This is an optimization exercise on Yosys and OpenROAD, whose aim is small area, a short achievable clock period and few clock cycles per item, not a production implementation.
No run shown here included a check of the RTL's function; only the layout flow was run.
Power figures rest on the tool's default switching activity, not on a simulated workload.

==> flow/design.v, too long to show whole: its modules and the start of the top module <==
// module mulCore: 1542 lines
// module multiplierTop: 75 lines
module multiplierTop (
	input logic clk,
	input logic reset,
	input logic inValid,
	output logic inReady,
	input logic [35:0] inOperands,
	output logic outValid,
	input logic outReady,
	output logic [35:0] outProduct
);
  // ...
==> flow/run.sh <==
#!/bin/bash
# synth_recipe.tcl (not shown) runs the flow's synth.tcl, then flattens the netlist and writes it again
# the make line also repeats each setting of config.mk as NAME=value (left out here)
make -C /OpenROAD-flow-scripts/flow DESIGN_CONFIG=/design/flow/config.mk WORK_HOME=/design/flow/orfs CLKGATE_MAP_FILE= SYNTH_SCRIPT=/design/flow/synth_recipe.tcl finish
==> flow/config.mk <==
export PLATFORM = sky130hd
export DESIGN_NAME = multiplierTop
export DESIGN_NICKNAME = multiplierTop
export VERILOG_FILES = /design/flow/design.v
export SDC_FILE = /design/flow/constraint.sdc
export NUM_CORES = 4
export LEC_CHECK = 0
export CAP_MARGIN = 20
export CORE_MARGIN = 2
export CORE_UTILIZATION = 40
export SETUP_SLACK_MARGIN = 2.8
export SLEW_MARGIN = 20
==> flow/constraint.sdc <==
create_clock -name core_clock -period 5.0 [get_ports {clk}]
set_input_delay 1.0000 -clock core_clock [delete_from_list [all_inputs] [get_ports {clk}]]
set_output_delay 1.0000 -clock core_clock [all_outputs]
set_load 0.01 [all_outputs]
==> out/qor.csv, run 1 <==
stage;metric;value;unit
worst_setup_path;CP Class;reg2reg;
yosys;top cells by count, synth;edfxtp_1 (311), a22oi_1 (153), xnor2_1 (145);
final_layout;Clock-cell share;5.39;%
global_route;met3 GRT Util;3.52;%
worst_setup_path;CP Capture Type;flip-flop;
global_route;initial antenna violation count;0;
timing;Fmax;396;MHz
hold_path;WHS Endpoint;prodReg[5][29];
pwr;switching share of power;32.9;%
worst_setup_path;RR Startpoint;mulCore_inst.r1_428;
final_layout;fraction of area in multi-input gates;36.2;%
detailed_routing;Max Used Layer;met4;
worst_setup_path;RR Endpoint;mulCore_inst.r2_680;
cts;H-tree depth;2;
yosys;largest area contributor in the netlist;edfxtp_1;
timing;Hold Vio Cnt, Final;0;
yosys;multiplexer share of the synthesized area;2.16;%
detailed_routing;DR iter-0 viols;730;
final_layout;number of flip-flops under the largest register name;108;
pwr;logic gate share of total power;45.6;%
placed_design;Post-DP Area;20100;um^2
timing;Clock Skew;0.0111;ns
cts;Clock Latency Late Sink;0.56;ns
hold_path;Worst Min Path Start;prodReg[4][29];
yosys;Netlist cell types;54;
final_layout;Inverters;133;
floorplanning;Die H;219;um
final_layout;ratio of cells with drive above 1 in the final layout;34.8;%
outcome;status;finished clean;
cts;Num CTS Buffers;38;
detailed_routing;WL met3;2.73;mm
cts;Clock Tree Buf Depth;3;
yosys;top cells by area, synth;edfxtp_1 (50%), fa_1 (12%), xnor2_1 (6.9%);
final_layout;Fill cells;3706;
pwr;fraction of power consumed by the clock network;19.1;%
timing;RSZ-0062 raised after global routing;true;
final_layout;Multi-In Gates;754;
floorplanning;Initial Util;40.7;%
==> inputs of run 2 (changes only) <==
--- a/flow/design.v
+++ b/flow/design.v
@@ -483,17 +483,17 @@
 	wire w618;
 	wire w619;
 	wire w620;
 	wire w621;
 	wire w622;
 	wire w623;
 	wire w624;
 	wire w625;
-	wire [16:0] lo626;
+	wire [12:0] lo626;
 	wire w627;
 	wire w628;
 	wire w629;
 	wire w630;
 	wire w631;
 	wire w632;
 	wire w633;
 	wire w634;
@@ -522,16 +522,24 @@
 	wire w657;
 	wire w658;
 	wire w659;
 	wire w660;
 	wire w661;
 	wire w662;
 	wire w663;
 	wire w664;
+	wire w665;
+	wire w666;
+	wire w667;
+	wire w668;
+	wire w669;
+	wire w670;
+	wire w671;
+	wire w672;
 	reg r0_19;
 	reg r0_20;
 	reg r0_21;
 	reg r0_22;
 	reg r0_23;
 	reg r0_24;
 	reg r0_25;
 	reg r0_26;
@@ -670,24 +678,16 @@
 	reg r1_500;
 	reg r1_501;
 	reg r1_502;
 	reg r1_503;
 	reg r1_504;
 	reg r1_505;
 	reg r1_506;
 	reg r1_507;
-	reg r2_665;
-	reg r2_666;
-	reg r2_667;
-	reg r2_668;
-	reg r2_669;
-	reg r2_670;
-	reg r2_671;
-	reg r2_672;
 	reg r2_673;
 	reg r2_674;
 	reg r2_675;
 	reg r2_676;
 	reg r2_677;
 	reg r2_678;
 	reg r2_679;
 	reg r2_680;
@@ -725,16 +725,28 @@
 	reg r2_712;
 	reg r2_713;
 	reg r2_714;
 	reg r2_715;
 	reg r2_716;
 	reg r2_717;
 	reg r2_718;
 	reg r2_719;
+	reg r2_720;
+	reg r2_721;
+	reg r2_722;
+	reg r2_723;
+	reg r2_724;
+	reg r2_725;
+	reg r2_726;
+	reg r2_727;
+	reg r2_728;
+	reg r2_729;
+	reg r2_730;
+	reg r2_731;
 	assign w1 = ops[0];
 	assign w2 = ops[1] & ~ops[0];
 	assign w3 = ops[2] ^ ops[1];
 	assign w4 = (ops[3] & ~ops[2] & ~ops[1]) | (~ops[3] & ops[2] & ops[1]);
 	assign w5 = ops[4] ^ ops[3];
 	assign w6 = (ops[5] & ~ops[4] & ~ops[3]) | (~ops[5] & ops[4] & ops[3]);
 	assign w7 = ops[6] ^ ops[5];
 	assign w8 = (ops[7] & ~ops[6] & ~ops[5]) | (~ops[7] & ops[6] & ops[5]);
@@ -1202,55 +1214,63 @@
 	assign w618 = r1_497 ^ r1_498;
 	assign w619 = r1_497 & r1_498;
 	assign w620 = r1_499 ^ r1_500 ^ r1_501;
 	assign w621 = (r1_499 & r1_500) | (r1_499 & r1_501) | (r1_500 & r1_501);
 	assign w622 = r1_502 ^ r1_503;
 	assign w623 = r1_502 & r1_503;
 	assign w624 = 1'b1 ^ r1_505;
 	assign w625 = 1'b1 & r1_505;
-	assign lo626 = {1'b0, w545, w542, w536, w529, w525, w522, w518, w515, w513, w511, w509, r1_412, r1_409, r1_408, r1_407, r1_405} + {1'b0, w550, w544, w538, w532, w528, w524, w520, w516, w514, w512, w510, w508, 1'b0, 1'b0, 1'b0, r1_406};
-	assign w627 = w551 ^ w556;
-	assign w628 = w551 & w556;
-	assign w629 = w557 ^ w562;
-	assign w630 = w557 & w562;
-	assign w631 = w563 ^ w568;
-	assign w632 = w563 & w568;
-	assign w633 = w574 ^ w569;
-	assign w634 = w574 & w569;
-	assign w635 = w575 ^ w580;
-	assign w636 = w575 & w580;
-	assign w637 = w586 ^ w581;
-	assign w638 = w586 & w581;
-	assign w639 = w587 ^ w592;
-	assign w640 = w587 & w592;
-	assign w641 = w598 ^ w593;
-	assign w642 = w598 & w593;
-	assign w643 = w599 ^ w602;
-	assign w644 = w599 & w602;
-	assign w645 = w606 ^ w603;
-	assign w646 = w606 & w603;
-	assign w647 = w607 ^ w610;
-	assign w648 = w607 & w610;
-	assign w649 = w614 ^ w611;
-	assign w650 = w614 & w611;
-	assign w651 = w615 ^ w616;
-	assign w652 = w615 & w616;
-	assign w653 = w618 ^ w617;
-	assign w654 = w618 & w617;
-	assign w655 = w619 ^ w620;
-	assign w656 = w619 & w620;
-	assign w657 = w622 ^ w621;
-	assign w658 = w622 & w621;
-	assign w659 = r1_504 ^ w623;
-	assign w660 = r1_504 & w623;
-	assign w661 = r1_506 ^ w624;
-	assign w662 = r1_506 & w624;
-	assign w663 = r1_507 ^ w625;
-	assign w664 = r1_507 & w625;
+	assign lo626 = {1'b0, w525, w522, w518, w515, w513, w511, w509, r1_412, r1_409, r1_408, r1_407, r1_405} + {1'b0, w528, w524, w520, w516, w514, w512, w510, w508, 1'b0, 1'b0, 1'b0, r1_406};
+	assign w627 = w529 ^ w532;
+	assign w628 = w529 & w532;
+	assign w629 = w536 ^ w538;
+	assign w630 = w536 & w538;
+	assign w631 = w542 ^ w544;
+	assign w632 = w542 & w544;
+	assign w633 = w545 ^ w550;
+	assign w634 = w545 & w550;
+	assign w635 = w551 ^ w556;
+	assign w636 = w551 & w556;
+	assign w637 = w557 ^ w562;
+	assign w638 = w557 & w562;
+	assign w639 = w563 ^ w568;
+	assign w640 = w563 & w568;
+	assign w641 = w574 ^ w569;
+	assign w642 = w574 & w569;
+	assign w643 = w575 ^ w580;
+	assign w644 = w575 & w580;
+	assign w645 = w586 ^ w581;
+	assign w646 = w586 & w581;
+	assign w647 = w587 ^ w592;
+	assign w648 = w587 & w592;
+	assign w649 = w598 ^ w593;
+	assign w650 = w598 & w593;
+	assign w651 = w599 ^ w602;
+	assign w652 = w599 & w602;
+	assign w653 = w606 ^ w603;
+	assign w654 = w606 & w603;
+	assign w655 = w607 ^ w610;
+	assign w656 = w607 & w610;
+	assign w657 = w614 ^ w611;
+	assign w658 = w614 & w611;
+	assign w659 = w615 ^ w616;
+	assign w660 = w615 & w616;
+	assign w661 = w618 ^ w617;
+	assign w662 = w618 & w617;
+	assign w663 = w619 ^ w620;
+	assign w664 = w619 & w620;
+	assign w665 = w622 ^ w621;
+	assign w666 = w622 & w621;
+	assign w667 = r1_504 ^ w623;
+	assign w668 = r1_504 & w623;
+	assign w669 = r1_506 ^ w624;
+	assign w670 = r1_506 & w624;
+	assign w671 = r1_507 ^ w625;
+	assign w672 = r1_507 & w625;
 	always @(posedge clk) begin
 		if (en[0]) begin
 			r0_19 <= ops[18];
 			r0_20 <= ops[19];
 			r0_21 <= ops[20];
 			r0_22 <= ops[21];
 			r0_23 <= ops[22];
 			r0_24 <= ops[23];
@@ -1399,158 +1419,186 @@
 			r1_504 <= w403;
 			r1_505 <= w233;
 			r1_506 <= w404;
 			r1_507 <= w234;
 		end
 	end
 	always @(posedge clk) begin
 		if (en[2]) begin
-			r2_665 <= lo626[0];
-			r2_666 <= lo626[1];
-			r2_667 <= lo626[2];
-			r2_668 <= lo626[3];
-			r2_669 <= lo626[4];
-			r2_670 <= lo626[5];
-			r2_671 <= lo626[6];
-			r2_672 <= lo626[7];
-			r2_673 <= lo626[8];
-			r2_674 <= lo626[9];
-			r2_675 <= lo626[10];
-			r2_676 <= lo626[11];
-			r2_677 <= lo626[12];
-			r2_678 <= lo626[13];
-			r2_679 <= lo626[14];
-			r2_680 <= lo626[15];
-			r2_681 <= lo626[16];
-			r2_682 <= w627;
-			r2_683 <= w628;
-			r2_684 <= w629;
-			r2_685 <= w630;
-			r2_686 <= w631;
-			r2_687 <= w632;
-			r2_688 <= w633;
-			r2_689 <= w634;
-			r2_690 <= w635;
-			r2_691 <= w636;
-			r2_692 <= w637;
-			r2_693 <= w638;
-			r2_694 <= w639;
-			r2_695 <= w640;
-			r2_696 <= w641;
-			r2_697 <= w642;
-			r2_698 <= w643;
-			r2_699 <= w644;
-			r2_700 <= w645;
-			r2_701 <= w646;
-			r2_702 <= w647;
-			r2_703 <= w648;
-			r2_704 <= w649;
-			r2_705 <= w650;
-			r2_706 <= w651;
-			r2_707 <= w652;
-			r2_708 <= w653;
-			r2_709 <= w654;
-			r2_710 <= w655;
-			r2_711 <= w656;
-			r2_712 <= w657;
-			r2_713 <= w658;
-			r2_714 <= w659;
-			r2_715 <= w660;
-			r2_716 <= w661;
-			r2_717 <= w662;
-			r2_718 <= w663;
-			r2_719 <= w664;
+			r2_673 <= lo626[0];
+			r2_674 <= lo626[1];
+			r2_675 <= lo626[2];
+			r2_676 <= lo626[3];
+			r2_677 <= lo626[4];
+			r2_678 <= lo626[5];
+			r2_679 <= lo626[6];
+			r2_680 <= lo626[7];
+			r2_681 <= lo626[8];
+			r2_682 <= lo626[9];
+			r2_683 <= lo626[10];
+			r2_684 <= lo626[11];
+			r2_685 <= lo626[12];
+			r2_686 <= w627;
+			r2_687 <= w628;
+			r2_688 <= w629;
+			r2_689 <= w630;
+			r2_690 <= w631;
+			r2_691 <= w632;
+			r2_692 <= w633;
+			r2_693 <= w634;
+			r2_694 <= w635;
+			r2_695 <= w636;
+			r2_696 <= w637;
+			r2_697 <= w638;
+			r2_698 <= w639;
+			r2_699 <= w640;
+			r2_700 <= w641;
+			r2_701 <= w642;
+			r2_702 <= w643;
+			r2_703 <= w644;
+			r2_704 <= w645;
+			r2_705 <= w646;
+			r2_706 <= w647;
+			r2_707 <= w648;
+			r2_708 <= w649;
+			r2_709 <= w650;
+			r2_710 <= w651;
+			r2_711 <= w652;
+			r2_712 <= w653;
+			r2_713 <= w654;
+			r2_714 <= w655;
+			r2_715 <= w656;
+			r2_716 <= w657;
+			r2_717 <= w658;
+			r2_718 <= w659;
+			r2_719 <= w660;
+			r2_720 <= w661;
+			r2_721 <= w662;
+			r2_722 <= w663;
+			r2_723 <= w664;
+			r2_724 <= w665;
+			r2_725 <= w666;
+			r2_726 <= w667;
+			r2_727 <= w668;
+			r2_728 <= w669;
+			r2_729 <= w670;
+			r2_730 <= w671;
+			r2_731 <= w672;
 		end
 	end
-	wire pf1 = r2_683 | (r2_682 & r2_681);
-	wire pf2 = r2_687 | (r2_686 & r2_685);
-	wire pf3 = r2_686 & r2_684;
-	wire pf4 = r2_691 | (r2_690 & r2_689);
-	wire pf5 = r2_690 & r2_688;
-	wire pf6 = r2_695 | (r2_694 & r2_693);
-	wire pf7 = r2_694 & r2_692;
-	wire pf8 = r2_699 | (r2_698 & r2_697);
-	wire pf9 = r2_698 & r2_696;
-	wire pf10 = r2_703 | (r2_702 & r2_701);
-	wire pf11 = r2_702 & r2_700;
-	wire pf12 = r2_707 | (r2_706 & r2_705);
-	wire pf13 = r2_706 & r2_704;
-	wire pf14 = r2_711 | (r2_710 & r2_709);
-	wire pf15 = r2_710 & r2_708;
-	wire pf16 = r2_715 | (r2_714 & r2_713);
-	wire pf17 = r2_714 & r2_712;
-	wire pf18 = r2_719 | (r2_718 & r2_717);
-	wire pf19 = r2_718 & r2_716;
-	wire pf20 = r2_685 | (r2_684 & pf1);
-	wire pf21 = pf2 | (pf3 & pf1);
-	wire pf22 = r2_693 | (r2_692 & pf4);
-	wire pf23 = r2_692 & pf5;
-	wire pf24 = pf6 | (pf7 & pf4);
-	wire pf25 = pf7 & pf5;
-	wire pf26 = r2_701 | (r2_700 & pf8);
-	wire pf27 = r2_700 & pf9;
-	wire pf28 = pf10 | (pf11 & pf8);
-	wire pf29 = pf11 & pf9;
-	wire pf30 = r2_709 | (r2_708 & pf12);
-	wire pf31 = r2_708 & pf13;
-	wire pf32 = pf14 | (pf15 & pf12);
-	wire pf33 = pf15 & pf13;
-	wire pf34 = r2_717 | (r2_716 & pf16);
-	wire pf35 = r2_716 & pf17;
-	wire pf36 = pf18 | (pf19 & pf16);
-	wire pf37 = pf19 & pf17;
-	wire pf38 = r2_689 | (r2_688 & pf21);
-	wire pf39 = pf4 | (pf5 & pf21);
-	wire pf40 = pf22 | (pf23 & pf21);
-	wire pf41 = pf24 | (pf25 & pf21);
-	wire pf42 = r2_705 | (r2_704 & pf28);
-	wire pf43 = r2_704 & pf29;
-	wire pf44 = pf12 | (pf13 & pf28);
-	wire pf45 = pf13 & pf29;
-	wire pf46 = pf30 | (pf31 & pf28);
-	wire pf47 = pf31 & pf29;
-	wire pf48 = pf32 | (pf33 & pf28);
-	wire pf49 = pf33 & pf29;
-	wire pf50 = 1'b0 | (1'b1 & pf36);
-	wire pf51 = 1'b1 & pf37;
-	wire pf52 = r2_697 | (r2_696 & pf41);
-	wire pf53 = pf8 | (pf9 & pf41);
-	wire pf54 = pf26 | (pf27 & pf41);
-	wire pf55 = pf28 | (pf29 & pf41);
-	wire pf56 = pf42 | (pf43 & pf41);
-	wire pf57 = pf44 | (pf45 & pf41);
-	wire pf58 = pf46 | (pf47 & pf41);
-	wire pf59 = pf48 | (pf49 & pf41);
-	wire pf60 = r2_713 | (r2_712 & pf59);
-	wire pf61 = pf16 | (pf17 & pf59);
-	wire pf62 = pf34 | (pf35 & pf59);
-	wire pf63 = pf36 | (pf37 & pf59);
-	wire pf64 = pf50 | (pf51 & pf59);
-	wire pf65 = r2_682 ^ r2_681;
-	wire pf66 = r2_684 ^ pf1;
-	wire pf67 = r2_686 ^ pf20;
-	wire pf68 = r2_688 ^ pf21;
-	wire pf69 = r2_690 ^ pf38;
-	wire pf70 = r2_692 ^ pf39;
-	wire pf71 = r2_694 ^ pf40;
-	wire pf72 = r2_696 ^ pf41;
-	wire pf73 = r2_698 ^ pf52;
-	wire pf74 = r2_700 ^ pf53;
-	wire pf75 = r2_702 ^ pf54;
-	wire pf76 = r2_704 ^ pf55;
-	wire pf77 = r2_706 ^ pf56;
-	wire pf78 = r2_708 ^ pf57;
-	wire pf79 = r2_710 ^ pf58;
-	wire pf80 = r2_712 ^ pf59;
-	wire pf81 = r2_714 ^ pf60;
-	wire pf82 = r2_716 ^ pf61;
-	wire pf83 = r2_718 ^ pf62;
-	wire pf84 = 1'b1 ^ pf63;
-	assign prod = {pf84, pf83, pf82, pf81, pf80, pf79, pf78, pf77, pf76, pf75, pf74, pf73, pf72, pf71, pf70, pf69, pf68, pf67, pf66, pf65, r2_680, r2_679, r2_678, r2_677, r2_676, r2_675, r2_674, r2_673, r2_672, r2_671, r2_670, r2_669, r2_668, r2_667, r2_666, r2_665};
+	wire pf1 = r2_687 | (r2_686 & r2_685);
+	wire pf2 = r2_691 | (r2_690 & r2_689);
+	wire pf3 = r2_690 & r2_688;
+	wire pf4 = r2_695 | (r2_694 & r2_693);
+	wire pf5 = r2_694 & r2_692;
+	wire pf6 = r2_699 | (r2_698 & r2_697);
+	wire pf7 = r2_698 & r2_696;
+	wire pf8 = r2_703 | (r2_702 & r2_701);
+	wire pf9 = r2_702 & r2_700;
+	wire pf10 = r2_707 | (r2_706 & r2_705);
+	wire pf11 = r2_706 & r2_704;
+	wire pf12 = r2_711 | (r2_710 & r2_709);
+	wire pf13 = r2_710 & r2_708;
+	wire pf14 = r2_715 | (r2_714 & r2_713);
+	wire pf15 = r2_714 & r2_712;
+	wire pf16 = r2_719 | (r2_718 & r2_717);
+	wire pf17 = r2_718 & r2_716;
+	wire pf18 = r2_723 | (r2_722 & r2_721);
+	wire pf19 = r2_722 & r2_720;
+	wire pf20 = r2_727 | (r2_726 & r2_725);
+	wire pf21 = r2_726 & r2_724;
+	wire pf22 = r2_731 | (r2_730 & r2_729);
+	wire pf23 = r2_730 & r2_728;
+	wire pf24 = r2_689 | (r2_688 & pf1);
+	wire pf25 = pf2 | (pf3 & pf1);
+	wire pf26 = r2_697 | (r2_696 & pf4);
+	wire pf27 = r2_696 & pf5;
+	wire pf28 = pf6 | (pf7 & pf4);
+	wire pf29 = pf7 & pf5;
+	wire pf30 = r2_705 | (r2_704 & pf8);
+	wire pf31 = r2_704 & pf9;
+	wire pf32 = pf10 | (pf11 & pf8);
+	wire pf33 = pf11 & pf9;
+	wire pf34 = r2_713 | (r2_712 & pf12);
+	wire pf35 = r2_712 & pf13;
+	wire pf36 = pf14 | (pf15 & pf12);
+	wire pf37 = pf15 & pf13;
+	wire pf38 = r2_721 | (r2_720 & pf16);
+	wire pf39 = r2_720 & pf17;
+	wire pf40 = pf18 | (pf19 & pf16);
+	wire pf41 = pf19 & pf17;
+	wire pf42 = r2_729 | (r2_728 & pf20);
+	wire pf43 = r2_728 & pf21;
+	wire pf44 = pf22 | (pf23 & pf20);
+	wire pf45 = pf23 & pf21;
+	wire pf46 = r2_693 | (r2_692 & pf25);
+	wire pf47 = pf4 | (pf5 & pf25);
+	wire pf48 = pf26 | (pf27 & pf25);
+	wire pf49 = pf28 | (pf29 & pf25);
+	wire pf50 = r2_709 | (r2_708 & pf32);
+	wire pf51 = r2_708 & pf33;
+	wire pf52 = pf12 | (pf13 & pf32);
+	wire pf53 = pf13 & pf33;
+	wire pf54 = pf34 | (pf35 & pf32);
+	wire pf55 = pf35 & pf33;
+	wire pf56 = pf36 | (pf37 & pf32);
+	wire pf57 = pf37 & pf33;
+	wire pf58 = r2_725 | (r2_724 & pf40);
+	wire pf59 = r2_724 & pf41;
+	wire pf60 = pf20 | (pf21 & pf40);
+	wire pf61 = pf21 & pf41;
+	wire pf62 = pf42 | (pf43 & pf40);
+	wire pf63 = pf43 & pf41;
+	wire pf64 = pf44 | (pf45 & pf40);
+	wire pf65 = pf45 & pf41;
+	wire pf66 = r2_701 | (r2_700 & pf49);
+	wire pf67 = pf8 | (pf9 & pf49);
+	wire pf68 = pf30 | (pf31 & pf49);
+	wire pf69 = pf32 | (pf33 & pf49);
+	wire pf70 = pf50 | (pf51 & pf49);
+	wire pf71 = pf52 | (pf53 & pf49);
+	wire pf72 = pf54 | (pf55 & pf49);
+	wire pf73 = pf56 | (pf57 & pf49);
+	wire pf74 = 1'b0 | (1'b1 & pf64);
+	wire pf75 = 1'b1 & pf65;
+	wire pf76 = r2_717 | (r2_716 & pf73);
+	wire pf77 = pf16 | (pf17 & pf73);
+	wire pf78 = pf38 | (pf39 & pf73);
+	wire pf79 = pf40 | (pf41 & pf73);
+	wire pf80 = pf58 | (pf59 & pf73);
+	wire pf81 = pf60 | (pf61 & pf73);
+	wire pf82 = pf62 | (pf63 & pf73);
+	wire pf83 = pf64 | (pf65 & pf73);
+	wire pf84 = pf74 | (pf75 & pf73);
+	wire pf85 = r2_686 ^ r2_685;
+	wire pf86 = r2_688 ^ pf1;
+	wire pf87 = r2_690 ^ pf24;
+	wire pf88 = r2_692 ^ pf25;
+	wire pf89 = r2_694 ^ pf46;
+	wire pf90 = r2_696 ^ pf47;
+	wire pf91 = r2_698 ^ pf48;
+	wire pf92 = r2_700 ^ pf49;
+	wire pf93 = r2_702 ^ pf66;
+	wire pf94 = r2_704 ^ pf67;
+	wire pf95 = r2_706 ^ pf68;
+	wire pf96 = r2_708 ^ pf69;
+	wire pf97 = r2_710 ^ pf70;
+	wire pf98 = r2_712 ^ pf71;
+	wire pf99 = r2_714 ^ pf72;
+	wire pf100 = r2_716 ^ pf73;
+	wire pf101 = r2_718 ^ pf76;
+	wire pf102 = r2_720 ^ pf77;
+	wire pf103 = r2_722 ^ pf78;
+	wire pf104 = r2_724 ^ pf79;
+	wire pf105 = r2_726 ^ pf80;
+	wire pf106 = r2_728 ^ pf81;
+	wire pf107 = r2_730 ^ pf82;
+	wire pf108 = 1'b1 ^ pf83;
+	assign prod = {pf108, pf107, pf106, pf105, pf104, pf103, pf102, pf101, pf100, pf99, pf98, pf97, pf96, pf95, pf94, pf93, pf92, pf91, pf90, pf89, pf88, pf87, pf86, pf85, r2_684, r2_683, r2_682, r2_681, r2_680, r2_679, r2_678, r2_677, r2_676, r2_675, r2_674, r2_673};
 endmodule
 `default_nettype wire
 `default_nettype none
 module multiplierTop (
 	input logic clk,
 	input logic reset,
 	input logic inValid,
 	output logic inReady,
==> run 2 against run 1 <==
Against the previous run:
- die area fell by 0.26%
- combinational power is 24% lower
- non-clock buffer count up 20
- clock power rose by 7.6%
- register-to-register slack improved by 0.11 ns
- largest cell class unchanged
- largest power group is now registers
==> out/qor.csv, run 2 <==
stage;metric;value;unit;change
final_layout;number of flip-flops under the largest register name;108;;unchanged
yosys;largest area contributor in the netlist;edfxtp_1;;
detailed_routing;Detailed Route WL;40.5;mm;
detailed_routing;drt first pass iters;5;;
worst_setup_path;CP arrival;2.72;ns;
placed_design;placer's final routability congestion estimate;0.818;;
hold_path;type of the worst min-delay path;reg2reg;;
yosys;ys async rst share;0;%;
timing;Worst Tran Pin Value;0.482;ns;
final_layout;top flop regs;prodReg x108, skidData x36, valid x6;;
detailed_routing;via count;10900;;
timing;pins over their slew limit;0;;
timing;Clock Skew;0.0155;ns;+0.00436 ns
cts;clk root buf;clkbuf_16;;
hold_path;Worst Min Path Start;prodReg[5][28];;
yosys;sequential-to-total area share from yosys stat;55.8;%;
final_layout;Fill cells;3774;;+1.8%
timing;RSZ-0062 raised after global routing;true;;
floorplanning;Row Count;78;;
final_layout;number of diodes;0;;
timing;setup violators final;0;;
yosys;Top FF cell, synth;edfxtp_1;;
worst_setup_path;Register-to-Register Path Depth;6;;
yosys;yosys warns;3;;
floorplanning;die area;47900;um^2;
final_layout;Reg with most FFs;prodReg;;
floorplanning;core area;45500;um^2;
timing;Sum Neg Setup Slack;0;ns;
floorplanning;chip width;219;um;
placed_design;Post-DP Area;19900;um^2;-0.85%
worst_setup_path;RR Startpoint;mulCore_inst.r1_452;;
detailed_routing;DRC viols;0;;
cts;Clock Tree Buf Depth;3;;unchanged
yosys;Post-Syn Area;18500;um^2;
final_layout;Layout Cells excl Fill;2149;;
floorplanning;I/O pin cnt;78;;
cts;CTS tree;done;;
pwr;total power;13.7;mW;
cts;Num CTS Buffers;40;;+5.3%
yosys;Syn Inst Count;1304;;
cts;Hold Buf Count CTS;0;;
detailed_routing;Routed wire per std cell;18.8;um;
placed_design;Placed Cells;1899;;
yosys;Post-synth EDFFs;315;;
hold_path;Min-Delay Path Depth;0;;
timing;fin crit share;48.4;%;
placed_design;worst slack, placed;1.48;ns;
global_route;first-pass GRT wire length;62.8;mm;
timing;worst rel slew slack;66.9;%;
cts;Clock transition at path regs;0.06;ns;
global_route;total congestion overflow;0;;
worst_setup_path;CP Class;reg2reg;;
worst_setup_path;crit path max fanout;1;;
final_layout;fin nets;1739;;
cts;Clock Latency Late Sink;0.56;ns;about the same
timing;fin crit period;2.42;ns;
global_route;largest net degree at the start of global routing;60;;
cts;H-tree depth;2;;unchanged
pwr;maximum vdd drop;297;uV;
yosys;top cells by area, synth;edfxtp_1 (51%), fa_1 (12%), xnor2_1 (7.1%);;
timing;final worst-path setup slack;2.58;ns;
global_route;GRT Total Usage;17.1;%;
final_layout;Final Instance Area;24300;um^2;
worst_setup_path;worst setup path startpoint;mulCore_inst.r1_452;;
timing;Hold Vio Cnt, Final;0;;unchanged
pwr;Pleak;9.31;nW;
final_layout;ratio of cells with drive above 1 in the final layout;34.6;%;-0.23 points
yosys;net count after synthesis;1524;;
detailed_routing;DR iter-0 viols;651;;-11%
worst_setup_path;CP Capture Type;flip-flop;;
pwr;PwrDens;564;nW/um^2;
final_layout;most common cell after layout, fill and taps aside;edfxtp_1;;
global_route;initial antenna violation count;0;;unchanged
global_route;vias in the first global route;11200;;
yosys;top cells by count, synth;edfxtp_1 (315), a22oi_1 (153), xnor2_1 (149);;
final_layout;area grow syn2layout;31.2;%;
placed_design;HPWL after DPL;23.7;mm;
detailed_routing;Via density;5.06;;
yosys;top-count cell post-synth;edfxtp_1;;
worst_setup_path;Critical Path RT;5.30;ns;
timing;Fmax;413;MHz;+4.5%
placed_design;Port Buffers;77;;
yosys;Netlist cell types;50;;-7.4%
worst_setup_path;Setup crit start kind;flip-flop;;
cts;TritonCTS Sinks;358;;
yosys;Post-Syn Area per Cell;14.2;um^2;
job;max-cap violations;0;;
yosys;register bit total from synthesis;358;;
yosys;top-area cell type share of the netlist area;51.2;%;
outcome;status;finished clean;;
floorplanning;Initial Util;40.6;%;about the same
final_layout;commonest cells after routing, fill and taps aside;edfxtp_1 (315), xnor2_1 (131), buf_4 (109);;
detailed_routing;antenna-violating nets left;0;;
floorplanning;Die H;219;um;-0.13%
[run 2: cell types whose count changed after synthesis, sizes merged, moves of 3 or more]
cell / delta
a221oi: -3
inv: -7
a21o: -8
edfxtp: +4
nor3: +3
a21oi: -3
buf: +4
clkbuf: -6
xnor2: +4
nand2: -8
xor2: -4
[run 2: where the power goes]
| part | switching [mW] | leakage (nW) | total (mW) | internal [mW] |
|---|---|---|---|---|
| Sequential | 0.457 | 3.73 | 5.37 | 4.91 |
| Clock | 1.17 | 0.703 | 3.10 | 1.93 |
| Combinational | 2.63 | 4.88 | 5.20 | 2.57 |
[run 2: final cells by class]
type / instances / area (um^2) / area share (%)
tap: 600 / 751 / 3.10
clock inverter: 21 / 274 / 1.13
inverter: 126 / 478 / 1.97
sequential: 358 / 10300 / 42.6
clock buffer: 51 / 1140 / 4.72
timing repair buffer: 266 / 2870 / 11.8
multi-input combinational: 727 / 8410 / 34.7
[run 2: worst max-delay path, stage by stage, from the launching register on]
cell      delay [ns]
edfxtp_1        0.46
fa_2            0.40
fa_1            0.50
inv_1           0.06
fa_1            0.47
inv_1           0.04
ha_2            0.24
[run 2: repair_timing]
item | CTS | global route
endpoints found under the setup margin | 333 | 212
resized for setup | 184 | 164
pin swaps | 70 | 111
gates cloned | 3 | 1
setup buffers | 151 | 23
[run 2: routing by layer]
metal / track usage [%] / share of wire [%] / wire length (um)
met2: 27.2 / 46 / 18800
met3: 4.27 / 7.2 / 2900
met5: 0 / 0 / 0
met4: 6.19 / 3.0 / 1220
met1: 22.9 / 43 / 17600
[run 2: cell families (layout without fill, tap and decap cells)]
logic type	count (synthesis)	after routing	synth area share, %
flops	358	358	55.8
buf+inv	220	464	4.54
compound gates	217	217	8.67
xor+xnor	205	205	9.76
fa+ha+maj	180	180	16.8
simple gates	87	88	2.27
mux	37	37	2.15
[run 2: path summary, 6_finish.rpt]
kind | end | slack [ns]
max reg2reg | mulCore_inst.r2_698 | 2.58
max | mulCore_inst.r2_698 | 2.58
min reg2reg | prodReg[6][28] | 0.42
min | prodReg[6][28] | 0.42
[run 2: per-stage QoR]
| stage | hold slack [ns] | utilization [%] |
|---|---|---|
| global placement | 0.403 | 43.8 |
| finish | 0.416 | 53.3 |
| CTS | 0.418 | 51.5 |
| global route | 0.418 | 53.3 |
| detailed placement | 0.405 | 43.8 |
| floorplan | 0.400 | - |

==> what the ideal ports hide <==
The results above use ideal ports. As a check the final layouts listed here were re-extracted and re-timed, cells and wires unchanged. Step 1, drivers: a clkbuf_16 drives clk and a buf_2 each remaining input, both assumed. Step 2 moves the port delays by t, midway between the first and last clock arrival at a register: inputs arrive t later, outputs are due t later. That takes back most of the time a late clock gives input paths. a / b / c = ideal ports / drivers / drivers and shift; a / b = the first two.
run | t (ns) | slack for setup (ns) | worst setup path after step 2
run 1 | 0.605 | 2.473 / 2.473 / 2.274 | input to register
run 2 | 0.597 | 2.582 / 2.582 / 2.279 | input to register
After both steps every run listed still meets setup and hold. For run 2, which loses most, drivers alone change the setup slack by 0.000 ns; drivers and shift together by -0.303 ns.
